What follows belongs to an exercise in optimizing a design on an open flow for small area, a short achievable clock period and few clock cycles per item; a production flow would make more cautious choices.
Function was not checked in any run shown here: the RTL went through the layout flow alone.
Power and IR drop assume default switching activity.

**design/flow/design.v**
```verilog
package pps_pkg;
   localparam int MAX_TASKS = 16;
   localparam int SLOT_W    = (MAX_TASKS > 1) ? $clog2(MAX_TASKS) : 1;
   localparam int CNT_W     = $clog2(MAX_TASKS + 1);
   localparam int TIME_W    = 16;
   localparam int PRIO_W    = 8;
   localparam int SUM_W     = 20;
   localparam int FCNT_W    = 5;
   localparam int SLOTF_W   = 4;
   localparam logic [TIME_W-1:0] TIME_MAX  = '1;
   localparam logic [FCNT_W-1:0] COUNT_MAX = '1;
   localparam logic OP_LOAD = 1'b0;
   localparam logic OP_TICK = 1'b1;
   localparam int AW = 24;
   function automatic logic [AW-1:0] add(input logic [AW-1:0] a, input logic [AW-1:0] b,
                                         input logic cin);
      logic [AW-1:0] g, p, gg, pp, s;
      int            k;
      g     = a & b;
      p     = a ^ b;
      gg    = g;
      pp    = p;
      gg[0] = g[0] | (p[0] & cin);
      for (int l = 0; l < $clog2(AW); l++) begin
         for (int i = 0; i < AW; i++) begin
            if (((i >> l) & 1) == 1) begin
               k     = ((i >> l) << l) - 1;
               gg[i] = gg[i] | (pp[i] & gg[k]);
               pp[i] = pp[i] & pp[k];
            end
         end
      end
      s[0] = p[0] ^ cin;
      for (int i = 1; i < AW; i++) s[i] = p[i] ^ gg[i-1];
      add = s;
   endfunction
   function automatic logic [AW-1:0] add3(input logic [AW-1:0] a, input logic [AW-1:0] b,
                                          input logic [AW-1:0] c, input logic cin);
      logic [AW-1:0] s, cy;
      s  = a ^ b ^ c;
      cy = ((a & b) | (a & c) | (b & c)) << 1;
      add3 = add(s, cy, cin);
   endfunction
endpackage
module pps_ram #(
   parameter int WIDTH = 8,
   parameter int DEPTH = 16
) (
   input  logic                             clock,
   input  logic                             wr_en,
   input  logic [$clog2(DEPTH)-1:0]         wr_addr,
   input  logic [WIDTH-1:0]                 wr_data,
   input  logic                             rd_en,
   input  logic [$clog2(DEPTH)-1:0]         rd_addr,
   output logic [WIDTH-1:0]                 rd_data
);
   logic [WIDTH-1:0] mem_ff [DEPTH];
   logic [WIDTH-1:0] rd_data_ff;
   always_ff @(posedge clock) begin
      if (wr_en) begin
         mem_ff[wr_addr] <= wr_data;
      end
      if (rd_en) begin
         rd_data_ff <= mem_ff[rd_addr];
      end
   end
   assign rd_data = rd_data_ff;
endmodule
module preemptive_priority_scheduler (
   input  logic                        clock,
   input  logic                        reset,
   input  logic                        req_valid,
   output logic                        req_ready,
   input  logic                        req_opcode,
   input  logic [pps_pkg::SLOTF_W-1:0] req_slot,
   input  logic [pps_pkg::TIME_W-1:0]  req_arrival_time,
   input  logic [pps_pkg::TIME_W-1:0]  req_burst_time,
   input  logic [pps_pkg::PRIO_W-1:0]  req_priority,
   output logic                        rsp_valid,
   input  logic                        rsp_ready,
   output logic                        rsp_ran,
   output logic [pps_pkg::SLOTF_W-1:0] rsp_ran_slot,
   output logic                        rsp_new_slice,
   output logic [pps_pkg::TIME_W-1:0]  rsp_slice_time,
   output logic                        rsp_finished,
   output logic [pps_pkg::TIME_W-1:0]  rsp_completion_time,
   output logic [pps_pkg::TIME_W-1:0]  rsp_turnaround,
   output logic [pps_pkg::TIME_W-1:0]  rsp_waiting,
   output logic [pps_pkg::SUM_W-1:0]   rsp_waiting_sum,
   output logic [pps_pkg::SUM_W-1:0]   rsp_turnaround_sum,
   output logic                        rsp_all_done,
   input  logic                        csr_wr_en,
   input  logic [pps_pkg::FCNT_W-1:0]  csr_wr_data
);
   localparam int N  = pps_pkg::MAX_TASKS;
   localparam int SW = pps_pkg::SLOT_W;
   localparam int TW = pps_pkg::TIME_W;
   localparam int PW = pps_pkg::PRIO_W;
   localparam int UW = pps_pkg::SUM_W;
   localparam int FW = pps_pkg::FCNT_W;
   localparam int AW = pps_pkg::AW;
   logic [TW-1:0] arr_q  [N];
   logic [TW:0]   ab_q   [N];
   logic [PW-1:0] prio_q [N];
   logic [TW-1:0] rem_q  [N];
   logic [N-1:0]  run_q;
   logic [N-1:0]  arrv_q;
   logic [N-1:0]  dec_q;
   logic          beat_q [N][N];
   logic [TW-1:0] now_q;
   logic [SW-1:0] last_q;
   logic          last_vld_q;
   logic [FW-1:0] fin_cnt_q;
   logic [FW-1:0] task_q;
   logic          v1_q;
   logic          r1_ran_q;
   logic [SW-1:0] r1_slot_q;
   logic          r1_newsl_q;
   logic          r1_fin_q;
   logic [TW-1:0] r1_slice_q;
   logic [TW-1:0] r1_arr_q;
   logic [TW:0]   r1_ab_q;
   logic          v2_q;
   logic          o_ran_q;
   logic [SW-1:0] o_slot_q;
   logic          o_newsl_q;
   logic [TW-1:0] o_slice_q;
   logic          o_fin_q;
   logic [TW-1:0] o_comp_q;
   logic [TW-1:0] o_tat_q;
   logic [TW-1:0] o_wt_q;
   logic [UW-1:0] o_wsum_q;
   logic [UW-1:0] o_tsum_q;
   logic          o_done_q;
   logic          adv;
   logic          acc;
   logic          acc_tick;
   logic          acc_load;
   assign adv       = !v2_q || rsp_ready;
   assign req_ready = adv;
   assign acc       = req_valid && adv;
   assign acc_tick  = acc && (req_opcode == pps_pkg::OP_TICK);
   assign acc_load  = acc && (req_opcode == pps_pkg::OP_LOAD);
   logic [N-1:0]  ready;
   logic [N-1:0]  win;
   logic [N-1:0]  one;
   logic          ran;
   logic          fin;
   logic [SW-1:0] slot_enc;
   logic [TW-1:0] arr_w;
   logic [TW:0]   ab_w;
   logic [TW-1:0] now_inc;
   assign ready = run_q & arrv_q;
   always_comb begin
      for (int i = 0; i < N; i++) begin
         win[i] = ready[i];
         for (int j = 0; j < N; j++) begin
            if (j < i) win[i] = win[i] & (!ready[j] | !beat_q[j][i]);
            if (j > i) win[i] = win[i] & (!ready[j] | beat_q[i][j]);
         end
         one[i] = dec_q[i] ? (rem_q[i] == TW'(2)) : (rem_q[i] == TW'(1));
      end
   end
   always_comb begin
      slot_enc = '0;
      arr_w    = '0;
      ab_w     = '0;
      for (int i = 0; i < N; i++) begin
         if (win[i]) slot_enc = slot_enc | SW'(i);
         arr_w = arr_w | (arr_q[i] & {TW{win[i]}});
         ab_w  = ab_w  | (ab_q[i]  & {(TW+1){win[i]}});
      end
   end
   assign ran     = |ready;
   assign fin     = |(win & one);
   assign now_inc = (now_q != pps_pkg::TIME_MAX) ? TW'(pps_pkg::add(AW'(now_q), '0, 1'b1))
                                                 : now_q;
   logic [N-1:0]  kl;
   logic [TW:0]   ld_ab;
   logic [AW-1:0] ld_diff;
   logic          ld_arrv;
   logic [N-1:0]  ld_sel;
   always_comb begin
      for (int j = 0; j < N; j++) begin
         kl[j]     = {prio_q[j], SW'(j)} < {req_priority, req_slot};
         ld_sel[j] = acc_load && (req_slot == SW'(j));
      end
   end
   assign ld_ab   = (TW+1)'(pps_pkg::add(AW'(req_arrival_time), AW'(req_burst_time), 1'b0));
   assign ld_diff = pps_pkg::add(AW'(now_q), (~(AW'(req_arrival_time))), 1'b1);
   assign ld_arrv = !ld_diff[AW-1];
   logic [TW-1:0] rem_p;
   logic [TW-1:0] rem_wd;
   logic [N-1:0]  rem_we;
   always_comb begin
      rem_p = '0;
      for (int i = 0; i < N; i++) rem_p = rem_p | (rem_q[i] & {TW{dec_q[i]}});
   end
   assign rem_wd = acc_load ? req_burst_time
                            : TW'(pps_pkg::add(AW'(rem_p), AW'({TW{1'b1}}), 1'b0));
   assign rem_we = acc_load ? ld_sel : dec_q;
   always_ff @(posedge clock) begin
      for (int i = 0; i < N; i++) begin
         if (ld_sel[i]) begin
            arr_q[i]  <= req_arrival_time;
            ab_q[i]   <= ld_ab;
            prio_q[i] <= req_priority;
         end
         if (rem_we[i]) rem_q[i] <= rem_wd;
         if (ld_sel[i]) begin
            arrv_q[i] <= ld_arrv;
         end else if (acc_tick && (arr_q[i] == now_inc)) begin
            arrv_q[i] <= 1'b1;
         end
         for (int j = 0; j < N; j++) begin
            if (j > i) begin
               if (ld_sel[i]) beat_q[i][j] <= !kl[j];
               else if (ld_sel[j]) beat_q[i][j] <= kl[i];
            end
         end
      end
   end
   always_ff @(posedge clock) begin
      if (reset) begin
         run_q <= '0;
         dec_q <= '0;
      end else begin
         for (int i = 0; i < N; i++) begin
            if (ld_sel[i]) run_q[i] <= (req_burst_time != '0);
            else if (acc_tick && win[i] && one[i]) run_q[i] <= 1'b0;
         end
         if (acc_load) dec_q <= dec_q & ~ld_sel;
         else if (acc_tick) dec_q <= win;
         else dec_q <= '0;
      end
   end
   always_ff @(posedge clock) begin
      if (reset) begin
         now_q      <= '0;
         last_q     <= '0;
         last_vld_q <= 1'b0;
         fin_cnt_q  <= '0;
         task_q     <= '0;
         v1_q       <= 1'b0;
      end else begin
         if (csr_wr_en) task_q <= csr_wr_data;
         if (acc_tick) begin
            now_q <= now_inc;
            if (ran) begin
               last_q     <= slot_enc;
               last_vld_q <= 1'b1;
            end
            if (fin && (fin_cnt_q != pps_pkg::COUNT_MAX)) fin_cnt_q <= fin_cnt_q + 1'b1;
         end
         if (adv) v1_q <= acc;
      end
   end
   always_ff @(posedge clock) begin
      if (adv) begin
         r1_ran_q   <= acc_tick && ran;
         r1_slot_q  <= (acc_tick && ran) ? slot_enc : '0;
         r1_newsl_q <= acc_tick && ran && (!last_vld_q || (last_q != slot_enc));
         r1_fin_q   <= acc_tick && fin;
         r1_slice_q <= (acc_tick && ran) ? now_q : '0;
         r1_arr_q   <= arr_w;
         r1_ab_q    <= ab_w;
      end
   end
   logic [AW-1:0] tat_d;
   logic [AW-1:0] wt_d;
   logic [AW-1:0] tsum_d;
   logic [AW-1:0] wsum_d;
   logic          wt_pos;
   logic          add1;
   assign tat_d  = pps_pkg::add(AW'(now_q), (~(AW'(r1_arr_q))), 1'b1);
   assign wt_d   = pps_pkg::add(AW'(now_q), (~(AW'(r1_ab_q))), 1'b1);
   assign wt_pos = !wt_d[AW-1];
   assign tsum_d = pps_pkg::add3(AW'(o_tsum_q), AW'(now_q), (~(AW'(r1_arr_q))), 1'b1);
   assign wsum_d = pps_pkg::add3(AW'(o_wsum_q), AW'(now_q), (~(AW'(r1_ab_q))), 1'b1);
   assign add1   = v1_q && r1_fin_q;
   always_ff @(posedge clock) begin
      if (reset) begin
         v2_q     <= 1'b0;
         o_wsum_q <= '0;
         o_tsum_q <= '0;
      end else if (adv) begin
         v2_q <= v1_q;
         if (add1) begin
            o_tsum_q <= tsum_d[UW] ? '1 : tsum_d[UW-1:0];
            if (wt_pos) o_wsum_q <= wsum_d[UW] ? '1 : wsum_d[UW-1:0];
         end
      end
   end
   always_ff @(posedge clock) begin
      if (adv) begin
         o_ran_q   <= r1_ran_q;
         o_slot_q  <= r1_slot_q;
         o_newsl_q <= r1_newsl_q;
         o_slice_q <= r1_slice_q;
         o_fin_q   <= r1_fin_q;
         o_comp_q  <= r1_fin_q ? now_q : '0;
         o_tat_q   <= r1_fin_q ? tat_d[TW-1:0] : '0;
         o_wt_q    <= (r1_fin_q && wt_pos) ? wt_d[TW-1:0] : '0;
         o_done_q  <= (fin_cnt_q == task_q);
      end
   end
   assign rsp_valid           = v2_q;
   assign rsp_ran             = o_ran_q;
   assign rsp_ran_slot        = o_slot_q;
   assign rsp_new_slice       = o_newsl_q;
   assign rsp_slice_time      = o_slice_q;
   assign rsp_finished        = o_fin_q;
   assign rsp_completion_time = o_comp_q;
   assign rsp_turnaround      = o_tat_q;
   assign rsp_waiting         = o_wt_q;
   assign rsp_waiting_sum     = o_wsum_q;
   assign rsp_turnaround_sum  = o_tsum_q;
   assign rsp_all_done        = o_done_q;
endmodule
```
**design/flow/run.sh**
```bash
#!/bin/bash
# synth_recipe.tcl (not shown) runs the flow's synth.tcl, then flattens the netlist and writes it again
# the make line also repeats each setting of config.mk as NAME=value (left out here)
make -C /OpenROAD-flow-scripts/flow DESIGN_CONFIG=/design/flow/config.mk WORK_HOME=/design/flow/orfs CLKGATE_MAP_FILE= SYNTH_SCRIPT=/design/flow/synth_recipe.tcl finish
```
**design/flow/config.mk**
```make
export PLATFORM = sky130hd
export DESIGN_NAME = preemptive_priority_scheduler
export DESIGN_NICKNAME = preemptive_priority_scheduler
export VERILOG_FILES = /design/flow/design.v
export SDC_FILE = /design/flow/constraint.sdc
export NUM_CORES = 4
export LEC_CHECK = 0
export CAP_MARGIN = 20
export CORE_MARGIN = 2
export CORE_UTILIZATION = 40
export SLEW_MARGIN = 20
```
**design/flow/constraint.sdc**
```tcl
create_clock -name core_clock -period 6.0 [get_ports {clock}]
set_input_delay 1.2000 -clock core_clock [delete_from_list [all_inputs] [get_ports {clock}]]
set_output_delay 1.2000 -clock core_clock [all_outputs]
set_load 0.01 [all_outputs]
```
==> impl_metrics.toml, run 1 <==
[die]
io_pins = 169
core_area_sq_mm = 0.150
rows = 142
floorplan.initialDensity_pct = 40.3
dieWidth_um = 393
fp.dieArea_sq_mm = 0.154
die_h_um = 393

[sta]
setup_viol = 0
period_needed_ns = 5.25
slew_viol_final = 0
hold_viol = 0
fmax_ghz = 0.191
clock_skew_ns = 0.0558
maxSlewHeadroom_pct = 18.2
finalCritPeriodShare_pct = 87.5
worst_pin_slew_ns = 1.22
rsz0062_at_grt = "no"
finalWorstSetupSlack_ns = 0.751
fin_setup_tns_ns = 0

[global_route]
grt_first_pass_wirelength_um = 315000
antenna_found_initial = 16
track_usage_pct = 28.8
grt_pass1_vias = 42000
grt_max_degree = 67
gr-total-overflow = 0

[logic_synthesis]
netlist_instances = 4624
muxShareOfSynthArea_pct = 0.292
ys_seq_elements = 1281
synth-async-reset-ratio_pct = 0
synthTopCellsByArea = "edfxtp_1 (58%), ha_1 (5.5%), dfxtp_1 (3.5%)"
syn_avg_cell_area_sq_um = 13.1
ys_seq_area_share_pct = 61.9
yosysUniqueCellTypes = 79
synthAdderAreaFrac_pct = 7.33
yosys.area.top_type = "edfxtp_1"
syn-cell-area_sq_mm = 0.0604
synth_ff_type = "edfxtp_1"
synth-xor-area-share_pct = 4.70
synth_simple_gate_area_share_pct = 9.75
synth_top_area_share_pct = 58.4
synth_edf_count = 1176
synth_compound_area_share_pct = 12.9
synth_top_family_by_area = "compound AO/OA/AOI/OAI gates"
syn-num-nets = 4999
ys_warn_count = 6

[worst_hold_path]
hold_class = "register to register"
hold_depth = 0

[clock_network]
clk_pin_slew_ns = 0.06
cts.sinks = 1281
cts_buffer_depth = 3
worstSkewPairLatency_ns = 0.82
htree_levels = 4
clockRootBuffer = "clkbuf_16"
cts_buffers = 141
holdBufCountCts = 0
post-cts-setup-buffers = 0
cts_tree = "built"
cts-resized-gates = 0

[routing]
drt_iter0_markers = 6505
drt-met1-wl_um = 89500
wl_met3_um = 26300
dr_total_vias = 43900
drt.antenna.violating_nets = 0
drc = 0
routed.top_layer = "met5"
wl_um = 225000
viasPerCell = 6.26
detail_route.wl_per_cell_um = 32.0
met2_length_um = 97100
drt_pass1_iterations = 6

[placement]
placed_area_sq_mm = 0.0655
port_buffers = 168
gp_congestion = 1.02
preCtsSetupSlack_ns = 0.566
dp_cells = 6751
hpwl_um = 152000

[critical_path]
cpMaxStageDelayCell = "a2111oi_0"
path_cells = "ha_1, nand3_1, nor4_1, ha_1, nor2_2, buf_4, xor2_1, nand3_1, a2111oi_0, o2111ai_1, o21ai_0"
worstPathRequired_ns = 6.47
max_stage_delay_ns = 0.70
crit_arrival_ns = 5.72
startpoint_type = "register"
critPathMaxFanout = 11
path_buf_inv = 1
cp_top_family = "simple AND/OR/NAND/NOR gates"
reg2regPathDepth = 11
critPathKind = "register to register"
path_depth = 11
worstSetupEndpointType = "register"

[power]
vdd_drop_max_mv = 0.267
p_per_area_mw_per_mm2 = 291
p_leak_nw = 25.0

[run_status]
outcome = "no timing/DRC/antenna violations"

[layout]
mostFrequentLayoutCells = "edfxtp_1 (1176), ha_1 (266), nand2_1 (254), inv_1 (207), a221oi_1 (203)"
fin_area_sq_mm = 0.0704
fillers = 13300
layout_commonest_cell = "edfxtp_1"
final_nets = 5255
antenna_cells = 0
drive_gt1_share_pct = 9.85
stdcell_count = 7012
regArea_sq_mm = 0.0374
multi_input_area_sq_mm = 0.0213
area_growth_pct = 16.4

[job]
drv_cap = 0
## registers in the layout, summed over array words and instances (netlist names), 16 cells and up
name	flops
o_wt_q	16
arr_q	256
dec_q	16
arrv_q	16
ab_q	272
rem_q	256
o_wsum_q	20
r1_ab_q	17
r1_slice_q	16
beat_q	120
now_q	16
run_q	16
o_tsum_q	20
prio_q	128
o_slice_q	16
o_tat_q	16
r1_arr_q	16
o_comp_q	16
## power by group
group / total [mW] / switching [mW] / internal [mW] / leakage (nW)
registers: 10.0 / 0.0775 / 9.95 / 11.8
logic: 1.43 / 0.932 / 0.496 / 10.8
clock network: 9.03 / 3.83 / 5.20 / 2.33
total: 20.5 / 4.84 / 15.6 / 25.0
## routing by layer
layer | vias to the layer above | GRT usage, %
li1 | 18400 | -
met1 | 21900 | 39.6
met2 | 2929 | 43.0
met3 | 579 | 7.06
met4 | 22 | 13.0
met5 | - | 0
## worst reg2reg max path, delay by kind of cell, from the launching register on
kind / cells / cell delay [ns]
AND/OR/NAND/NOR: 4 / 1.58
AO/OA/AOI/OAI: 3 / 1.53
flip-flops: 1 / 0.69
adder cells (fa/ha/maj): 2 / 0.64
buffers and inverters: 1 / 0.32
XOR/XNOR: 1 / 0.16
## final timing paths
kind / startpoint / to / slack, ns
setup / recovery: now_q[0]$_SDFFE_PP0P_ / arrv_q[5]$_SDFFCE_PN1P_ / 0.75
hold / removal: r1_slice_q[1]$_SDFFCE_PN0N_ / o_slice_q[1]$_DFFE_PN_ / 0.42
setup reg to reg: now_q[0]$_SDFFE_PP0P_ / arrv_q[5]$_SDFFCE_PN1P_ / 0.75
hold reg to reg: r1_slice_q[1]$_SDFFCE_PN0N_ / o_slice_q[1]$_DFFE_PN_ / 0.42
## cell families (layout without fill, tap and decap cells)
| group | Yosys count | in the layout |
|---|---|---|
| adder cells (fa/ha/maj) | 322 | 322 |
| AO/OA/AOI/OAI | 1069 | 1069 |
| flip-flops | 1281 | 1281 |
| AND/OR/NAND/NOR | 1119 | 1119 |
| XOR/XNOR | 322 | 322 |
| buffers and inverters | 495 | 867 |
| multiplexers | 16 | 16 |
## synthesized netlist by cell type (all sizes together), types with 17 or more instances
library cell / number
nor4b: 17
fa: 54
or3: 18
and2: 48
a211oi: 44
nor2b: 22
buf: 45
a22oi: 32
o21a: 31
o211ai: 21
nor4: 105
nand2: 257
nor2: 190
inv: 224
a221oi: 203
o21ai: 202
a21oi: 149
nand2b: 17
a21o: 54
a22o: 177
clkbuf: 221
nand3b: 69
dfxtp: 105
nand4: 81
ha: 266
edfxtp: 1176
and4: 21
xnor2: 184
nor3: 51
o2111ai: 66
nand3: 192
xor2: 138
and3: 17
## through the flow
step | total power [mW] | hold slack [ns] | utilization (%)
2_1_floorplan | 11.0 | 0.400 | -
3_3_place_gp | 11.6 | 0.402 | 43.7
3_5_place_dp | 11.6 | 0.405 | 43.7
4_1_cts | 20.6 | 0.419 | 46.9
5_1_grt | 21.1 | 0.424 | 46.9
6_report | 20.5 | 0.419 | 46.9
## final cells by class
type                            count  share of cell area (%)
Clock buffer                      173                    5.26
Timing Repair Buffer              379                    4.85
Sequential cell                  1281                    53.2
Multi-Input combinational cell   2848                    30.3
Inverter                          229                    1.22
Clock inverter                     86                    1.60
Tap cell                         2016                    3.58
==> run 2, diff against run 1 <==
--- a/design/flow/config.mk
+++ b/design/flow/config.mk
@@ -5,7 +5,9 @@
 export SDC_FILE = /design/flow/constraint.sdc
 export NUM_CORES = 4
 export LEC_CHECK = 0
+export ABC_CLOCK_PERIOD_IN_PS = 2500
 export CAP_MARGIN = 20
 export CORE_MARGIN = 2
 export CORE_UTILIZATION = 40
+export SETUP_SLACK_MARGIN = 3.5
 export SLEW_MARGIN = 20
==> run 2 against run 1 <==
  * Still clean on timing, DRC and antenna
  * Cell area up 25%
  * Non-clock buffer count up 822
  * Synthesized cell count unchanged
  * Maximum frequency up 33%
  * First-iteration DRC count up 39%
  * Setup slack better by 1.3 ns
  * Via count up 19%
  * Register-to-register slack better by 1.3 ns
  * Power up 2.2%
  * Global-route usage up 5.6 points
  * Clock skew down 0.0074 ns
  * Largest power group unchanged
==> impl_metrics.toml, run 2 <==
[power]
p_per_area_mw_per_mm2 = 237
vdd_drop_max_mv = 0.273
p_leak_nw = 32.6
total_power_mw = 20.9

[layout]
area_growth_pct = 46.0
regMostFlops = "ab_q"
largest_reg_flops = 272
final_nets = 6102
layout_commonest_cell = "edfxtp_1"
mostFrequentLayoutCells = "edfxtp_1 (1176), buf_4 (459), buf_6 (287), ha_1 (209), nand2_1 (197)"
drive_gt1_share_pct = 40.8
top_regs = "ab_q x272, arr_q x256, rem_q x256"
fillers = 11200

[logic_synthesis]
synthTopCellsByArea = "edfxtp_1 (58%), ha_1 (5.5%), dfxtp_1 (3.5%)"
yosysUniqueCellTypes = 79
synth_ff_type = "edfxtp_1"
netlist_instances = 4624
synth-async-reset-ratio_pct = 0
synth_top_area_share_pct = 58.4
synth_top_cells_by_count = "edfxtp_1 (1176), ha_1 (266), nand2_1 (254)"
yosys.area.top_type = "edfxtp_1"
synth_edf_count = 1176
ys_warn_count = 6
syn_avg_cell_area_sq_um = 13.1
ys_seq_area_share_pct = 61.9
yosys.cell_count.top_type = "edfxtp_1"
ys_seq_elements = 1281
syn-cell-area_sq_mm = 0.0604
syn-num-nets = 4999

[global_route]
met2_usage_pct = 49.7
grt_util_met1_pct = 42.6
grt_max_degree = 78
grt_first_pass_wirelength_um = 371000
track_usage_pct = 34.4
grt_pass1_vias = 47800
busiest_layer = "met2"
antenna_found_initial = 24
met3_usage_pct = 13.1
gr-total-overflow = 0

[routing]
viasPerCell = 6.64
detail_route.wl_per_cell_um = 36.7
dr_total_vias = 52200
drt_iter0_markers = 9037
drt_pass1_iterations = 7
drt.antenna.violating_nets = 0
drc = 0
wl_um = 288000

[sta]
fin_setup_tns_ns = 0
slew_viol_final = 0
period_needed_ns = 3.96
finalCritPeriodShare_pct = 66.0
maxSlewHeadroom_pct = 26.5
clock_skew_ns = 0.0484
rsz0062_at_grt = "yes"
worst_pin_slew_ns = 1.10
hold_viol = 0
setup_viol = 0
fmax_ghz = 0.253

[placement]
port_buffers = 168
hpwl_um = 152000
gp_congestion = 1.02

[clock_network]
worstSkewPairLatency_ns = 0.81
cts.sinks = 1281
cts_tree = "built"
clockRootBuffer = "clkbuf_16"
cts_buffer_depth = 3
htree_levels = 4
clk_pin_slew_ns = 0.07
cts_buffers = 142

[die]
fp.dieArea_sq_mm = 0.154
floorplan.initialDensity_pct = 40.3
rows = 142
core_area_sq_mm = 0.150
io_pins = 169
dieWidth_um = 393
die_h_um = 393

[critical_path]
worstSetupEndpointType = "register"
startpoint_type = "register"
crit_arrival_ns = 4.49
critPathKind = "register to register"
worstPathRequired_ns = 6.53
critPathMaxFanout = 6

[run_status]
outcome = "no timing/DRC/antenna violations"

[job]
drv_cap = 0

[worst_hold_path]
hold_class = "register to register"
-- run 2: cells by family (layout without fill, tap and decap cells) --
| logic type | Yosys count | in the layout | share of synthesized area, % |
|---|---|---|---|
| DFF | 1281 | 1281 | 61.9 |
| and+or+nand+nor | 1119 | 1131 | 9.75 |
| other | 0 | 9 | 0 |
| buffers and inverters | 495 | 1695 | 3.18 |
| adders and majority gates | 322 | 322 | 7.33 |
| muxes | 16 | 17 | 0.292 |
| xor gates and xnor gates | 322 | 322 | 4.70 |
| AOI/OAI and AO/OA | 1069 | 1072 | 12.9 |
-- run 2: power by group --
group	internal, mW	total, mW	switching, mW
combinational	1.04	2.39	1.35
sequential	9.93	10.0	0.0793
clock	4.67	8.54	3.86
total	15.6	20.9	5.30
-- run 2: metal layers --
| metal | vias to the layer above | part of all wire, % |
|---|---|---|
| li1 | 20200 | - |
| met1 | 25400 | 34 |
| met2 | 4990 | 40 |
| met3 | 1574 | 16 |
| met4 | 32 | 9.7 |
| met5 | - | 0.15 |
-- run 2: stage by stage --
stage	cell area (sq um)	hold WS [ns]	cells	utilization (%)	worst slack, ns
CTS	82800	0.420	7593	55.2	2.43
finish	88200	0.419	7865	58.8	2.04
global route	88200	0.425	7856	58.8	2.14
floorplan	60900	0.400	4624	-	2.43
global placement	65600	0.403	6731	43.7	1.13
detailed placement	65600	0.405	6732	43.8	1.11
-- run 2: worst max-delay path, stage by stage (launching register included) --
cell and delay, ns:
dfxtp_4 0.36, buf_4 0.11, buf_6 0.10, buf_6 0.09, ha_4 0.13, nand3_4 0.09, buf_6 0.14, nor3_4 0.18
buf_6 0.16, nand2_8 0.09, mux2i_4 0.27, buf_12 0.15, buf_6 0.11, xor2_1 0.85, nand3_1 0.22, nor4_2 0.34
nand3_1 0.16, nand2_1 0.10
-- run 2: repair_timing --
item / in CTS / in global routing
hold buffers: 0 / 0
endpoints found under the setup margin: 1973 / 1486
buffers inserted: 518 / 215
resized for setup: 2131 / 518
gates cloned: 86 / 48
pin swaps: 365 / 314
-- run 2: worst paths after layout --
kind	startpoint	slack [ns]	endpoint	cells past startpoint
hold / removal	r1_slice_q[1]$_SDFFCE_PN0N_	0.42	o_slice_q[1]$_DFFE_PN_	0
setup / recovery	now_q[1]$_SDFFE_PP0P_	2.04	arrv_q[6]$_SDFFCE_PN1P_	17
hold reg to reg	r1_slice_q[1]$_SDFFCE_PN0N_	0.42	o_slice_q[1]$_DFFE_PN_	0
setup reg to reg	now_q[1]$_SDFFE_PP0P_	2.04	arrv_q[6]$_SDFFCE_PN1P_	17
-- run 2: cell type report --
class / count / area, sq um / share of cell area (%)
Timing Repair Buffer: 1201 / 14500 / 16.4
Inverter: 229 / 1000 / 1.14
Clock inverter: 75 / 644 / 0.730
Sequential cell: 1281 / 37600 / 42.6
Clock buffer: 182 / 3770 / 4.28
Timing Repair inverter: 8 / 61.3 / 0.0695
Antenna cell: 9 / 22.5 / 0.0255
Multi-Input combinational cell: 2864 / 28200 / 31.9
Tap cell: 2016 / 2520 / 2.86
==> run 3, diff against run 2 <==
--- a/design/flow/config.mk
+++ b/design/flow/config.mk
@@ -9,5 +9,5 @@
 export CAP_MARGIN = 20
 export CORE_MARGIN = 2
 export CORE_UTILIZATION = 40
-export SETUP_SLACK_MARGIN = 3.5
+export SETUP_SLACK_MARGIN = 3.0
 export SLEW_MARGIN = 20
==> run 3 against run 2 <==
  * Still clean
  * Power fell by 0.96%
  * Cell count fell by 5.6%
  * Cell area fell by 11%
  * Die area did not move
  * Sequential cell count did not move
  * First-iteration DRC count fell by 19%
  * Area after synthesis did not move
  * Worst hold slack got worse by 0.0023 ns
  * Critical path type unchanged
  * Largest cell class unchanged
  * Largest power group unchanged
==> impl_metrics.toml, run 3 <==
[run_status]
outcome = "no timing/DRC/antenna violations"

[routing]
drt_iter0_markers = 7284
drt_pass1_iterations = 6
detail_route.wl_per_cell_um = 32.8
drt.antenna.violating_nets = 0
dr_total_vias = 47000
drc = 0
wl_um = 244000
viasPerCell = 6.33

[logic_synthesis]
yosys.cell_count.top_type = "edfxtp_1"
synthTopCellsByArea = "edfxtp_1 (58%), ha_1 (5.5%), dfxtp_1 (3.5%)"
ys_warn_count = 6
syn-num-nets = 4999
synth_ff_type = "edfxtp_1"
yosysUniqueCellTypes = 79
syn-cell-area_sq_mm = 0.0604
synth_edf_count = 1176
ys_seq_elements = 1281
yosys.area.top_type = "edfxtp_1"
synth_top_cells_by_count = "edfxtp_1 (1176), ha_1 (266), nand2_1 (254)"
netlist_instances = 4624
synth_top_area_share_pct = 58.4
ys_seq_area_share_pct = 61.9
syn_avg_cell_area_sq_um = 13.1
synth-async-reset-ratio_pct = 0

[placement]
preCtsSetupSlack_ns = 0.885
port_buffers = 168
gp_congestion = 1.02
placed_area_sq_mm = 0.0657
hpwl_um = 153000

[clock_network]
cts.sinks = 1281
htree_levels = 4
cts_buffer_depth = 3
clockRootBuffer = "clkbuf_16"
cts_buffers = 141
holdBufCountCts = 0
cts_tree = "built"
worstSkewPairLatency_ns = 0.80
clk_pin_slew_ns = 0.06

[critical_path]
endpoint = "o_wsum_q[7]$_SDFFE_PP0P_"
critPathMaxFanout = 5
r2r-start = "now_q[1]$_SDFFE_PP0P_"
worstSetupStartpoint = "now_q[1]$_SDFFE_PP0P_"
reg2regPathDepth = 14
crit_arrival_ns = 4.27
worstPathRequired_ns = 6.62
worstSetupEndpointType = "register"
critPathKind = "register to register"
r2r_end = "o_wsum_q[7]$_SDFFE_PP0P_"
startpoint_type = "register"
rrSetupSlack_ns = 2.35

[die]
rows = 142
floorplan.initialDensity_pct = 40.3
io_pins = 169
core_area_sq_mm = 0.150
die_h_um = 393
fp.dieArea_sq_mm = 0.154
dieWidth_um = 393

[sta]
setup_viol = 0
finalCritPeriodShare_pct = 60.8
worst_pin_slew_ns = 1.07
fmax_ghz = 0.274
hold_viol = 0
fin_setup_tns_ns = 0
rsz0062_at_grt = "yes"
clock_skew_ns = 0.0416
finalWorstSetupSlack_ns = 2.35
maxSlewHeadroom_pct = 28.2
slew_viol_final = 0
period_needed_ns = 3.65

[power]
p_per_area_mw_per_mm2 = 264
vdd_drop_max_mv = 0.278
p_leak_nw = 28.2

[global_route]
track_usage_pct = 30.6
gr-total-overflow = 0
grt_first_pass_wirelength_um = 335000
grt_pass1_vias = 44400
antenna_found_initial = 14
grt_max_degree = 92

[layout]
final_nets = 5665
mostFrequentLayoutCells = "edfxtp_1 (1176), buf_4 (397), ha_1 (240), nand2_1 (214), inv_1 (185)"
drive_gt1_share_pct = 26.1
largest_reg_flops = 272
area_growth_pct = 29.8
layout_commonest_cell = "edfxtp_1"
fin_area_sq_mm = 0.0785
top_regs = "ab_q x272, arr_q x256, rem_q x256"
regMostFlops = "ab_q"

[worst_hold_path]
hold_class = "register to register"

[job]
drv_cap = 0
run 3: cell counts after synthesis:
Identical to the previous run, type by type.
run 3: worst min path at each step:
stage	from	end	slack (ns)	cells past startpoint
floorplan	r1_newsl_q$_DFFE_PN_	o_newsl_q$_DFFE_PN_	0.40	0
global placement	r1_slice_q[12]$_SDFFCE_PN0N_	o_slice_q[12]$_DFFE_PN_	0.40	0
detailed placement	r1_ran_q$_DFFE_PN_	o_ran_q$_DFFE_PN_	0.40	0
CTS	r1_ran_q$_DFFE_PN_	o_ran_q$_DFFE_PN_	0.41	0
global route	r1_slice_q[0]$_SDFFCE_PN0N_	o_slice_q[0]$_DFFE_PN_	0.42	0
finish	r1_slot_q[0]$_SDFFCE_PN0N_	o_slot_q[0]$_DFFE_PN_	0.42	0
run 3: cell type report:
cell class | count | area, sq um
Sequential cell | 1281 | 37500
Inverter | 229 | 998
Antenna cell | 3 | 7.51
Tap cell | 2016 | 2520
Multi-Input combinational cell | 2859 | 24800
Fill cell | 12500 | 71500
Timing Repair Buffer | 773 | 7980
Clock buffer | 189 | 3830
Clock inverter | 71 | 749
Timing Repair inverter | 5 | 35.0
run 3: what timing repair did:
| action | 4_1_cts | 5_1_grt |
|---|---|---|
| gates resized for setup | 708 | 377 |
| setup endpoints to repair | 1591 | 818 |
| pin swaps | 142 | 145 |
| setup buffers | 279 | 114 |
| endpoints found under the hold margin | 0 | 0 |
| gates cloned | 20 | 13 |
run 3: through the flow:
stage	hold WS [ns]	instances	power [mW]	utilization [%]
final	0.416	7426	20.7	52.3
after global placement	0.403	6736	11.6	43.8
after CTS	0.413	7296	20.6	50.5
after detailed placement	0.405	6737	11.6	43.8
after global routing	0.422	7424	21.3	52.3
after floorplan	0.400	4624	11.0	-
run 3: logic make-up after synthesis:
logic type / count (synthesis) / share of synthesized area, %
xor gates and xnor gates: 322 / 4.70
AOI/OAI and AO/OA: 1069 / 12.9
muxes: 16 / 0.292
DFF: 1281 / 61.9
and+or+nand+nor: 1119 / 9.75
adders and majority gates: 322 / 7.33
buffers and inverters: 495 / 3.18
run 3: worst max-delay path, cell delays in order (launching register included):
cell and delay (ns):
dfxtp_4 0.40, clkinvlp_4 0.16, buf_12 0.17, fa_1 0.49, inv_1 0.05, fa_2 0.37, a211oi_4 0.25, o21ai_2 0.12
a41oi_2 0.24, a211oi_4 0.12, a311oi_2 0.36, a21oi_2 0.12, xnor2_2 0.26, and2_4 0.29, a211oi_2 0.09
run 3: layer usage:
layer	up-vias	GRT usage, %	part of all wire (%)
met5	-	0	0.032
met4	12	15.8	6.5
met3	801	7.72	13
met2	3527	46.0	43
met1	23400	40.8	37
li1	19300	-	-
run 3: power breakdown:
| part | leakage, nW | switching (mW) | total, mW | internal [mW] |
|---|---|---|---|---|
| combinational | 14.1 | 1.15 | 1.98 | 0.822 |
| sequential | 11.9 | 0.0770 | 10.0 | 9.94 |
| clock | 2.22 | 3.74 | 8.75 | 5.01 |

==> port drivers added, routing unchanged <==
No port has a modelled driver above. Below, the same layouts with a new extraction and two added sets of constraints.
Step 1 sets driving cells, clkbuf_16 on the clock port and buf_2 on the other inputs (assumed; they add their load-dependent delay and slew).
Step 2 also shifts input and output timing later by t, the mid clock arrival at the registers, as if the neighbouring blocks saw the same clock.
Slacks: no drivers / after step 1 / after step 2; pairs: no drivers / after step 1.
| run | shift t [ns] | setup WS [ns] | cell pins on the clock port's net |
|---|---|---|---|
| run 1 | 0.873 | 0.751 / 0.751 / 0.625 | 1 |
| run 2 | 0.876 | 2.042 / 2.042 / 1.819 | 1 |
| run 3 | 0.863 | 2.354 / 2.354 / 1.778 | 1 |
After both steps setup and hold are still met in every run listed. The setup slack of run 3, which loses most, moves by 0.000 ns with the drivers and by -0.576 ns with both steps.
